What follows belongs to an exercise in optimizing a design on an open flow for small area, a short achievable clock period and few clock cycles per item; a production flow would make more cautious choices.
Where RTL was checked, it was by simulation tests only, not by an equivalence proof against the original.
Power and IR drop assume default switching activity.

==> 08-28 <==
Design milestone_mac_array, start of the top module:
module milestone_mac_array (
    input  logic         Clock_50,
    input  logic         Resetn,
    input  logic         start,
    input  logic         clear,
    input  logic [31:0]  init_value,
    input  logic         in_valid,
    output logic         in_ready,
    input  logic [47:0]  sample,
    input  logic [47:0]  coef,
    input  logic         subtract,
    output logic         out_valid,
    input  logic         out_ready,
    output logic [95:0]  acc_raw,
    output logic [23:0]  result,
    output logic         busy
);
Settings: LEC_CHECK=0, CAP_MARGIN=20, CORE_MARGIN=2, CORE_UTILIZATION=40, SETUP_SLACK_MARGIN=4.5, SLEW_MARGIN=20; clock period 8.0 ns.
run.sh (not shown) runs the stock make flow with config.mk's settings and CLKGATE_MAP_FILE= SYNTH_SCRIPT=/design/flow/synth_recipe.tcl, a recipe that flattens the netlist after the stock synthesis.
==> 11-27 (differences from 08-28) <==
--- a/flow/design.v
+++ b/flow/design.v
@@ -73,11 +73,11 @@
         logic [31:0] acc_s, acc_c;
         logic [16:0] x0, x1, x2, x3, x4, x5, x6, x7;
         logic [31:0] tree_s, tree_c;
         logic [31:0] sum;
         logic [23:0] shifted;
-        logic [7:0]  res_ch;
+        logic [7:0]  res_ch, res_out;
         assign bz = {coef[c*16 +: 16], 1'b0};
         always_comb begin
             for (int j = 0; j < 8; j++) begin
                 one_d[j] = take & (bz[2*j+1] ^ bz[2*j]);
                 two_d[j] = take & ((bz[2*j+2] & ~bz[2*j+1] & ~bz[2*j]) |
@@ -591,34 +591,27 @@
         assign cp_P55 = cp_p0[28] & cp_P34;
         logic cp_G56, cp_P56;
         assign cp_G56 = cp_g0[30] | (cp_p0[30] & cp_G41);
         assign cp_P56 = cp_p0[30] & cp_P41;
         assign sum = {cp_p0[31] ^ cp_G56, cp_p0[30] ^ cp_G41, cp_p0[29] ^ cp_G55, cp_p0[28] ^ cp_G34, cp_p0[27] ^ cp_G54, cp_p0[26] ^ cp_G40, cp_p0[25] ^ cp_G53, cp_p0[24] ^ cp_G31, cp_p0[23] ^ cp_G52, cp_p0[22] ^ cp_G39, cp_p0[21] ^ cp_G51, cp_p0[20] ^ cp_G33, cp_p0[19] ^ cp_G50, cp_p0[18] ^ cp_G38, cp_p0[17] ^ cp_G49, cp_p0[16] ^ cp_G28, cp_p0[15] ^ cp_G48, cp_p0[14] ^ cp_G37, cp_p0[13] ^ cp_G47, cp_p0[12] ^ cp_G32, cp_p0[11] ^ cp_G46, cp_p0[10] ^ cp_G36, cp_p0[9] ^ cp_G45, cp_p0[8] ^ cp_G24, cp_p0[7] ^ cp_G44, cp_p0[6] ^ cp_G35, cp_p0[5] ^ cp_G43, cp_p0[4] ^ cp_G16, cp_p0[3] ^ cp_G42, cp_p0[2] ^ cp_G0, cp_p0[1] ^ cp_g0[0], cp_p0[0]};
+        logic [31:0] alt_s;
+        logic        keep_tree;
+        assign keep_tree = busy_q && !resolve;
+        assign alt_s     = busy_q ? sum : init_value;
         always_ff @(posedge Clock_50) begin
-            if (!busy_q) begin
-                acc_s <= init_value;
-                acc_c <= '0;
-            end else if (resolve) begin
-                acc_s <= sum;
-                acc_c <= '0;
-            end else begin
-                acc_s <= tree_s;
-                acc_c <= tree_c;
-            end
+            acc_s <= keep_tree ? tree_s : alt_s;
+            acc_c <= keep_tree ? tree_c : 32'd0;
         end
-        assign shifted = sum[31:8];
+        assign shifted = acc_s[31:8];
         always_comb begin
             res_ch = shifted[7:0];
             if (shifted[23]) begin
                 res_ch = '0;
             end else if (|shifted[22:8]) begin
                 res_ch = '1;
             end
         end
-        logic [7:0] res_q;
-        always_ff @(posedge Clock_50) begin
-            res_q <= res_ch;
-        end
+        assign res_out = res_ch;
         assign acc_raw[c*32 +: 32] = acc_s;
-        assign result[c*8 +: 8]    = res_q;
+        assign result[c*8 +: 8]    = res_out;
     end
 endmodule
CORE_UTILIZATION = 60   (was 40)
==> 08-23 (differences from 08-28) <==
--- a/flow/design.v
+++ b/flow/design.v
@@ -73,11 +73,11 @@
         logic [31:0] acc_s, acc_c;
         logic [16:0] x0, x1, x2, x3, x4, x5, x6, x7;
         logic [31:0] tree_s, tree_c;
         logic [31:0] sum;
         logic [23:0] shifted;
-        logic [7:0]  res_ch;
+        logic [7:0]  res_ch, res_out;
         assign bz = {coef[c*16 +: 16], 1'b0};
         always_comb begin
             for (int j = 0; j < 8; j++) begin
                 one_d[j] = take & (bz[2*j+1] ^ bz[2*j]);
                 two_d[j] = take & ((bz[2*j+2] & ~bz[2*j+1] & ~bz[2*j]) |
@@ -591,34 +591,27 @@
         assign cp_P55 = cp_p0[28] & cp_P34;
         logic cp_G56, cp_P56;
         assign cp_G56 = cp_g0[30] | (cp_p0[30] & cp_G41);
         assign cp_P56 = cp_p0[30] & cp_P41;
         assign sum = {cp_p0[31] ^ cp_G56, cp_p0[30] ^ cp_G41, cp_p0[29] ^ cp_G55, cp_p0[28] ^ cp_G34, cp_p0[27] ^ cp_G54, cp_p0[26] ^ cp_G40, cp_p0[25] ^ cp_G53, cp_p0[24] ^ cp_G31, cp_p0[23] ^ cp_G52, cp_p0[22] ^ cp_G39, cp_p0[21] ^ cp_G51, cp_p0[20] ^ cp_G33, cp_p0[19] ^ cp_G50, cp_p0[18] ^ cp_G38, cp_p0[17] ^ cp_G49, cp_p0[16] ^ cp_G28, cp_p0[15] ^ cp_G48, cp_p0[14] ^ cp_G37, cp_p0[13] ^ cp_G47, cp_p0[12] ^ cp_G32, cp_p0[11] ^ cp_G46, cp_p0[10] ^ cp_G36, cp_p0[9] ^ cp_G45, cp_p0[8] ^ cp_G24, cp_p0[7] ^ cp_G44, cp_p0[6] ^ cp_G35, cp_p0[5] ^ cp_G43, cp_p0[4] ^ cp_G16, cp_p0[3] ^ cp_G42, cp_p0[2] ^ cp_G0, cp_p0[1] ^ cp_g0[0], cp_p0[0]};
+        logic [31:0] alt_s;
+        logic        keep_tree;
+        assign keep_tree = busy_q && !resolve;
+        assign alt_s     = busy_q ? sum : init_value;
         always_ff @(posedge Clock_50) begin
-            if (!busy_q) begin
-                acc_s <= init_value;
-                acc_c <= '0;
-            end else if (resolve) begin
-                acc_s <= sum;
-                acc_c <= '0;
-            end else begin
-                acc_s <= tree_s;
-                acc_c <= tree_c;
-            end
+            acc_s <= keep_tree ? tree_s : alt_s;
+            acc_c <= keep_tree ? tree_c : 32'd0;
         end
-        assign shifted = sum[31:8];
+        assign shifted = acc_s[31:8];
         always_comb begin
             res_ch = shifted[7:0];
             if (shifted[23]) begin
                 res_ch = '0;
             end else if (|shifted[22:8]) begin
                 res_ch = '1;
             end
         end
-        logic [7:0] res_q;
-        always_ff @(posedge Clock_50) begin
-            res_q <= res_ch;
-        end
+        assign res_out = res_ch;
         assign acc_raw[c*32 +: 32] = acc_s;
-        assign result[c*8 +: 8]    = res_q;
+        assign result[c*8 +: 8]    = res_out;
     end
 endmodule
==> 11-05 (differences from 08-28) <==
--- a/flow/design.v
+++ b/flow/design.v
@@ -73,11 +73,11 @@
         logic [31:0] acc_s, acc_c;
         logic [16:0] x0, x1, x2, x3, x4, x5, x6, x7;
         logic [31:0] tree_s, tree_c;
         logic [31:0] sum;
         logic [23:0] shifted;
-        logic [7:0]  res_ch;
+        logic [7:0]  res_ch, res_out;
         assign bz = {coef[c*16 +: 16], 1'b0};
         always_comb begin
             for (int j = 0; j < 8; j++) begin
                 one_d[j] = take & (bz[2*j+1] ^ bz[2*j]);
                 two_d[j] = take & ((bz[2*j+2] & ~bz[2*j+1] & ~bz[2*j]) |
@@ -591,34 +591,27 @@
         assign cp_P55 = cp_p0[28] & cp_P34;
         logic cp_G56, cp_P56;
         assign cp_G56 = cp_g0[30] | (cp_p0[30] & cp_G41);
         assign cp_P56 = cp_p0[30] & cp_P41;
         assign sum = {cp_p0[31] ^ cp_G56, cp_p0[30] ^ cp_G41, cp_p0[29] ^ cp_G55, cp_p0[28] ^ cp_G34, cp_p0[27] ^ cp_G54, cp_p0[26] ^ cp_G40, cp_p0[25] ^ cp_G53, cp_p0[24] ^ cp_G31, cp_p0[23] ^ cp_G52, cp_p0[22] ^ cp_G39, cp_p0[21] ^ cp_G51, cp_p0[20] ^ cp_G33, cp_p0[19] ^ cp_G50, cp_p0[18] ^ cp_G38, cp_p0[17] ^ cp_G49, cp_p0[16] ^ cp_G28, cp_p0[15] ^ cp_G48, cp_p0[14] ^ cp_G37, cp_p0[13] ^ cp_G47, cp_p0[12] ^ cp_G32, cp_p0[11] ^ cp_G46, cp_p0[10] ^ cp_G36, cp_p0[9] ^ cp_G45, cp_p0[8] ^ cp_G24, cp_p0[7] ^ cp_G44, cp_p0[6] ^ cp_G35, cp_p0[5] ^ cp_G43, cp_p0[4] ^ cp_G16, cp_p0[3] ^ cp_G42, cp_p0[2] ^ cp_G0, cp_p0[1] ^ cp_g0[0], cp_p0[0]};
+        logic [31:0] alt_s;
+        logic        keep_tree;
+        assign keep_tree = busy_q && !resolve;
+        assign alt_s     = busy_q ? sum : init_value;
         always_ff @(posedge Clock_50) begin
-            if (!busy_q) begin
-                acc_s <= init_value;
-                acc_c <= '0;
-            end else if (resolve) begin
-                acc_s <= sum;
-                acc_c <= '0;
-            end else begin
-                acc_s <= tree_s;
-                acc_c <= tree_c;
-            end
+            acc_s <= keep_tree ? tree_s : alt_s;
+            acc_c <= keep_tree ? tree_c : 32'd0;
         end
-        assign shifted = sum[31:8];
+        assign shifted = acc_s[31:8];
         always_comb begin
             res_ch = shifted[7:0];
             if (shifted[23]) begin
                 res_ch = '0;
             end else if (|shifted[22:8]) begin
                 res_ch = '1;
             end
         end
-        logic [7:0] res_q;
-        always_ff @(posedge Clock_50) begin
-            res_q <= res_ch;
-        end
+        assign res_out = res_ch;
         assign acc_raw[c*32 +: 32] = acc_s;
-        assign result[c*8 +: 8]    = res_q;
+        assign result[c*8 +: 8]    = res_out;
     end
 endmodule
SETUP_SLACK_MARGIN = 5.0   (was 4.5)
==> comparison <==
Between 08-28 and 11-27, the lower core utilization is in 08-28 (gap 23 points).
The lowest maximum frequency belongs to 08-28, the highest to 08-23.
Wire length: 11-05 is larger than 11-27 (9.5%).
Global-route usage: 08-23 < 08-28 < 11-05 < 11-27.
08-23 completed with no timing, DRC or antenna violations. 08-28 finished clean. 11-27 finished with timing, DRC and antenna clean. 11-05 went through all stages and came out clean.
In 11-05 the clock skew is higher than in 11-27, by 0.019 ns.
Clock power is about the same in 08-28 and 11-05.
==> figures <==
quantity	08-23	11-05	08-28	11-27
Mean instance size in the synthesized netlist	9.338 µm²	9.338 µm²	9.465 µm²	9.338 µm²
Slew @ Worst Pin	1.104 ns	1.108 ns	1.229 ns	1.080 ns
Initial core utilization	0.4026	0.4026	0.4046	0.6100
Maximum number of pins on one net before global-route repair	91	88	71	107
Sequential standard cell area	7114 µm²	7316 µm²	7611 µm²	7132 µm²
Floorplan die width	291.0 µm	291.0 µm	292.2 µm	238.4 µm
Antenna diode count	2	2	0	2
Run status	finished clean	finished clean	finished clean	finished clean
Mux share of post-synthesis cell area	0.0006075	0.0006075	0.0009415	0.0006075
PnR worst setup slack	4.486 ns	4.445 ns	4.059 ns	4.412 ns
Capturing instance or port of the critical path	g_ch[0].acc_c[19]	result[19]	g_ch[2].res_q[3]	result[2]
Category of the most critical setup path	flip-flop to flip-flop	flip-flop to output port	flip-flop to flip-flop	flip-flop to output port
Syn Std Cell Area	32960 µm²	32960 µm²	33220 µm²	32960 µm²
Testbench counts of 11-27, summed over its fixed seeds: cycles 24,000, items 2,400.
Testbench counts of 08-23, summed over its fixed seeds: cycles 24,000, items 2,400.
Testbench counts of 11-05, summed over its fixed seeds: cycles 24,000, items 2,400.
Function not checked in 08-28: the RTL went through the layout flow alone.

========
==> exp/willow <==
milestone_mac_array, a different RTL version from the one above (not shown whole).
==> flow/config.mk <==
export PLATFORM = sky130hd
export DESIGN_NAME = milestone_mac_array
export DESIGN_NICKNAME = milestone_mac_array
export VERILOG_FILES = /design/flow/design.v
export SDC_FILE = /design/flow/constraint.sdc
export NUM_CORES = 4
export LEC_CHECK = 0
export CAP_MARGIN = 20
export CORE_MARGIN = 2
export CORE_UTILIZATION = 40
export SETUP_SLACK_MARGIN = 4.5
export SLEW_MARGIN = 20
==> flow/constraint.sdc <==
create_clock -name core_clock -period 8.0 [get_ports {Clock_50}]
set_input_delay 1.6000 -clock core_clock [delete_from_list [all_inputs] [get_ports {Clock_50}]]
set_output_delay 1.6000 -clock core_clock [all_outputs]
set_load 0.01 [all_outputs]
==> exp/maple (differences from exp/willow) <==
--- a/flow/design.v
+++ b/flow/design.v
@@ -73,11 +73,11 @@
         logic [31:0] acc_s, acc_c;
         logic [16:0] x0, x1, x2, x3, x4, x5, x6, x7;
         logic [31:0] tree_s, tree_c;
         logic [31:0] sum;
         logic [23:0] shifted;
-        logic [7:0]  res_ch, res_out;
+        logic [7:0]  res_ch;
         assign bz = {coef[c*16 +: 16], 1'b0};
         always_comb begin
             for (int j = 0; j < 8; j++) begin
                 one_d[j] = take & (bz[2*j+1] ^ bz[2*j]);
                 two_d[j] = take & ((bz[2*j+2] & ~bz[2*j+1] & ~bz[2*j]) |
@@ -417,17 +417,21 @@
         assign t306 = ~(acc_s[31]);
         assign t307 = acc_c[31] ^ t306 ^ t303;
         assign tree_s = {t307, t304, t300, t295, t283, t282, t274, t256, t245, t244, t220, t206, t191, t175, t159, t143, t127, t111, t97, t83, t71, t59, t49, t39, t31, t23, t17, t11, t7, t3, t1, x0[0]};
         assign tree_c = {t305, t301, t296, t290, t289, t275, t266, t265, t255, t233, t232, t219, t205, t190, t174, t158, t142, t126, t110, t96, t82, t70, t58, t48, t38, t30, t22, t16, t10, t6, t2, t0};
         assign sum = acc_s + acc_c;
-        logic [31:0] alt_s;
-        logic        keep_tree;
-        assign keep_tree = busy_q && !resolve;
-        assign alt_s     = busy_q ? sum : init_value;
         always_ff @(posedge Clock_50) begin
-            acc_s <= keep_tree ? tree_s : alt_s;
-            acc_c <= keep_tree ? tree_c : 32'd0;
+            if (!busy_q) begin
+                acc_s <= init_value;
+                acc_c <= '0;
+            end else if (resolve) begin
+                acc_s <= sum;
+                acc_c <= '0;
+            end else begin
+                acc_s <= tree_s;
+                acc_c <= tree_c;
+            end
         end
         assign shifted = sum[31:8];
         always_comb begin
             res_ch = shifted[7:0];
             if (shifted[23]) begin
@@ -438,10 +442,9 @@
         end
         logic [7:0] res_q;
         always_ff @(posedge Clock_50) begin
             res_q <= res_ch;
         end
-        assign res_out = res_q;
         assign acc_raw[c*32 +: 32] = acc_s;
-        assign result[c*8 +: 8]    = res_out;
+        assign result[c*8 +: 8]    = res_q;
     end
 endmodule
SETUP_SLACK_MARGIN = not set   (was 4.5)
==> run notes <==
Between exp/maple and exp/willow, the lower clock skew is in exp/maple (gap 0.0011 ns).
Clock power: exp/willow is lower than exp/maple (about 4%).
In exp/maple the wire length is lower than in exp/willow, by about 7%.
Critical path depth is the same in exp/maple and exp/willow.
Worst setup slack: exp/willow is higher than exp/maple (0.75 ns).
Of exp/maple and exp/willow, exp/willow has the higher global-route usage (gap 0.87 points).
Sequential power is about the same in exp/willow and exp/maple.
Between exp/willow and exp/maple, the lower area after synthesis is in exp/maple (gap 1.3%, measured against exp/maple).
No functional check of the RTL was part of any run of this note.

========
==> inputs of violet <==
Another version of the RTL of milestone_mac_array (not shown whole).
==> flow/config.mk <==
export PLATFORM = sky130hd
export DESIGN_NAME = milestone_mac_array
export DESIGN_NICKNAME = milestone_mac_array
export VERILOG_FILES = /design/flow/design.v
export SDC_FILE = /design/flow/constraint.sdc
export NUM_CORES = 4
export LEC_CHECK = 0
export CAP_MARGIN = 20
export CORE_MARGIN = 2
export CORE_UTILIZATION = 40
export SETUP_SLACK_MARGIN = 4.2
export SLEW_MARGIN = 20
==> flow/constraint.sdc <==
create_clock -name core_clock -period 8.0 [get_ports {Clock_50}]
set_input_delay 1.6000 -clock core_clock [delete_from_list [all_inputs] [get_ports {Clock_50}]]
set_output_delay 1.6000 -clock core_clock [all_outputs]
set_load 0.01 [all_outputs]
==> onyx (differences from violet) <==
==> flow/config.mk (replaced) <==
export PLATFORM = sky130hd
export DESIGN_NAME = milestone_mac_array
export DESIGN_NICKNAME = milestone_mac_array
export VERILOG_FILES = /design/flow/design.v
export SDC_FILE = /design/flow/constraint.sdc
export NUM_CORES = 4
export LEC_CHECK = 0
export CAP_MARGIN = 20
export CORE_MARGIN = 2
export CORE_UTILIZATION = 40
export SETUP_SLACK_MARGIN = 4.5
export SLEW_MARGIN = 20
==> xenon (differences from violet) <==
--- a/flow/design.v
+++ b/flow/design.v
@@ -594,38 +594,31 @@
         assign cp_G54 = cp_g0[26] | (cp_p0[26] & cp_G40);
         assign cp_P54 = cp_p0[26] & cp_P40;
         logic cp_G55, cp_P55;
         assign cp_G55 = cp_g0[28] | (cp_p0[28] & cp_G34);
         assign cp_P55 = cp_p0[28] & cp_P34;
         logic cp_G56, cp_P56;
         assign cp_G56 = cp_g0[30] | (cp_p0[30] & cp_G41);
         assign cp_P56 = cp_p0[30] & cp_P41;
-        logic cp_c16;
-        assign cp_c16 = cp_G28;
         assign sum = {cp_p0[31] ^ cp_G56, cp_p0[30] ^ cp_G41, cp_p0[29] ^ cp_G55, cp_p0[28] ^ cp_G34, cp_p0[27] ^ cp_G54, cp_p0[26] ^ cp_G40, cp_p0[25] ^ cp_G53, cp_p0[24] ^ cp_G31, cp_p0[23] ^ cp_G52, cp_p0[22] ^ cp_G39, cp_p0[21] ^ cp_G51, cp_p0[20] ^ cp_G33, cp_p0[19] ^ cp_G50, cp_p0[18] ^ cp_G38, cp_p0[17] ^ cp_G49, cp_p0[16] ^ cp_G28, cp_p0[15] ^ cp_G48, cp_p0[14] ^ cp_G37, cp_p0[13] ^ cp_G47, cp_p0[12] ^ cp_G32, cp_p0[11] ^ cp_G46, cp_p0[10] ^ cp_G36, cp_p0[9] ^ cp_G45, cp_p0[8] ^ cp_G24, cp_p0[7] ^ cp_G44, cp_p0[6] ^ cp_G35, cp_p0[5] ^ cp_G43, cp_p0[4] ^ cp_G16, cp_p0[3] ^ cp_G42, cp_p0[2] ^ cp_G0, cp_p0[1] ^ cp_g0[0], cp_p0[0]};
         logic [31:0] alt_s;
         logic        keep_tree;
         assign keep_tree = busy_q && !resolve;
         assign alt_s     = busy_q ? sum : init_value;
         always_ff @(posedge Clock_50) begin
             acc_s <= keep_tree ? tree_s : alt_s;
             acc_c <= keep_tree ? tree_c : 32'd0;
         end
-        logic nz_q;
-        always_ff @(posedge Clock_50) begin
-            nz_q <= !((cp_p0[16] == cp_c16) &&
-                      ((cp_p0[30:17] ~^ (acc_s[29:16] | acc_c[29:16])) == '1));
-        end
         assign shifted = acc_s[31:8];
         always_comb begin
             res_ch = shifted[7:0];
             if (shifted[23]) begin
                 res_ch = '0;
-            end else if (nz_q) begin
+            end else if (|shifted[22:8]) begin
                 res_ch = '1;
             end
         end
         assign res_out = res_ch;
         assign acc_raw[c*32 +: 32] = acc_s;
         assign result[c*8 +: 8]    = res_out;
     end
 endmodule
==> flow/config.mk (replaced) <==
export PLATFORM = sky130hd
export DESIGN_NAME = milestone_mac_array
export DESIGN_NICKNAME = milestone_mac_array
export VERILOG_FILES = /design/flow/design.v
export SDC_FILE = /design/flow/constraint.sdc
export NUM_CORES = 4
export LEC_CHECK = 0
export CAP_MARGIN = 20
export CORE_MARGIN = 2
export CORE_UTILIZATION = 40
export SETUP_SLACK_MARGIN = 4.5
export SLEW_MARGIN = 20
==> results.sh <==
export IMPL_multi_input_area_um2=24000
export IMPL_placedInstanceArea_um2=37800
export IMPL_outcome="finished clean"
export IMPL_grt_first_pass_wirelength_um=167000
export IMPL_seq_power_mw=2.95
export IMPL_multi_input_combinational_area_share_pct=60.2
export IMPL_maxClockFrequency_mhz=280
export IMPL_flops_and_latches=365
That was xenon.
==> results.sh <==
export IMPL_seq_power_mw=2.91
export IMPL_flops_and_latches=368
export IMPL_multi_input_area_um2=24500
export IMPL_synth_edf_count=0
export IMPL_grt_first_pass_wirelength_um=172000
export IMPL_outcome="finished clean"
export IMPL_multi_input_combinational_area_share_pct=60.2
export IMPL_placedInstanceArea_um2=38700
That was onyx.
==> results.sh <==
export IMPL_grt_pass1_vias=26500
export IMPL_multi_input_area_um2=24500
export IMPL_finalWirelength_um=113000
export IMPL_io_pins=258
export IMPL_multi_input_combinational_area_share_pct=60.6
export IMPL_std_cell_rows=109
export IMPL_maxClockFrequency_mhz=269
export IMPL_grt_first_pass_wirelength_um=171000
export IMPL_flops_and_latches=368
export IMPL_seq_power_mw=2.90
export IMPL_outcome="finished clean"
export IMPL_synth_nets=4595
export IMPL_cell_internal_power_dissipation_mw=6.68
That was violet.
Testbench counts of violet, summed over its fixed seeds: cycles 24,000, items 2,400.
Testbench counts of onyx, summed over its fixed seeds: cycles 24,000, items 2,400.
For xenon, only the layout was checked, not whether the RTL still works.

[afterwards: timing with drivers on the ports]
The flow's constraints put no driver on any port. The routed layouts listed below were extracted and timed again, unchanged, in two steps.
Step 1, drivers: a clkbuf_16 drives Clock_50 and a buf_2 each remaining input, both assumed.
Step 2, shift: input delay + t, output delay - t, t = (earliest + latest rising clock arrival at the registers) / 2. This alone moves slack from input paths to output paths.
Slacks: no drivers / after step 1 / after step 2; pairs: no drivers / after step 1.
| run | t (ns) | setup slack, ns | clock arrival spread, ns |
|---|---|---|---|
| 08-28 | 0.647 | 4.059 / 4.059 / 4.059 | 0.022 / 0.021 |
| 11-27 | 0.647 | 4.412 / 4.348 / 4.130 | 0.013 / 0.013 |
| 08-23 | 0.639 | 4.486 / 4.437 / 4.486 | 0.019 / 0.019 |
| 11-05 | 0.648 | 4.445 / 4.372 / 4.501 | 0.034 / 0.034 |
| exp/willow | 0.661 | 4.408 / 4.408 / 4.408 | 0.021 / 0.021 |
| exp/maple | 0.665 | 3.663 / 3.663 / 3.663 | 0.020 / 0.021 |
| violet | 0.653 | 4.284 / 4.217 / 3.873 | 0.039 / 0.039 |
| onyx | 0.653 | 4.575 / 4.505 / 4.072 | 0.041 / 0.041 |
| xenon | 0.653 | 4.431 / 4.370 / 4.111 | 0.017 / 0.017 |
After both steps every run listed still meets setup and hold. For onyx, which loses most, drivers alone change the setup slack by -0.070 ns; drivers and shift together by -0.503 ns.
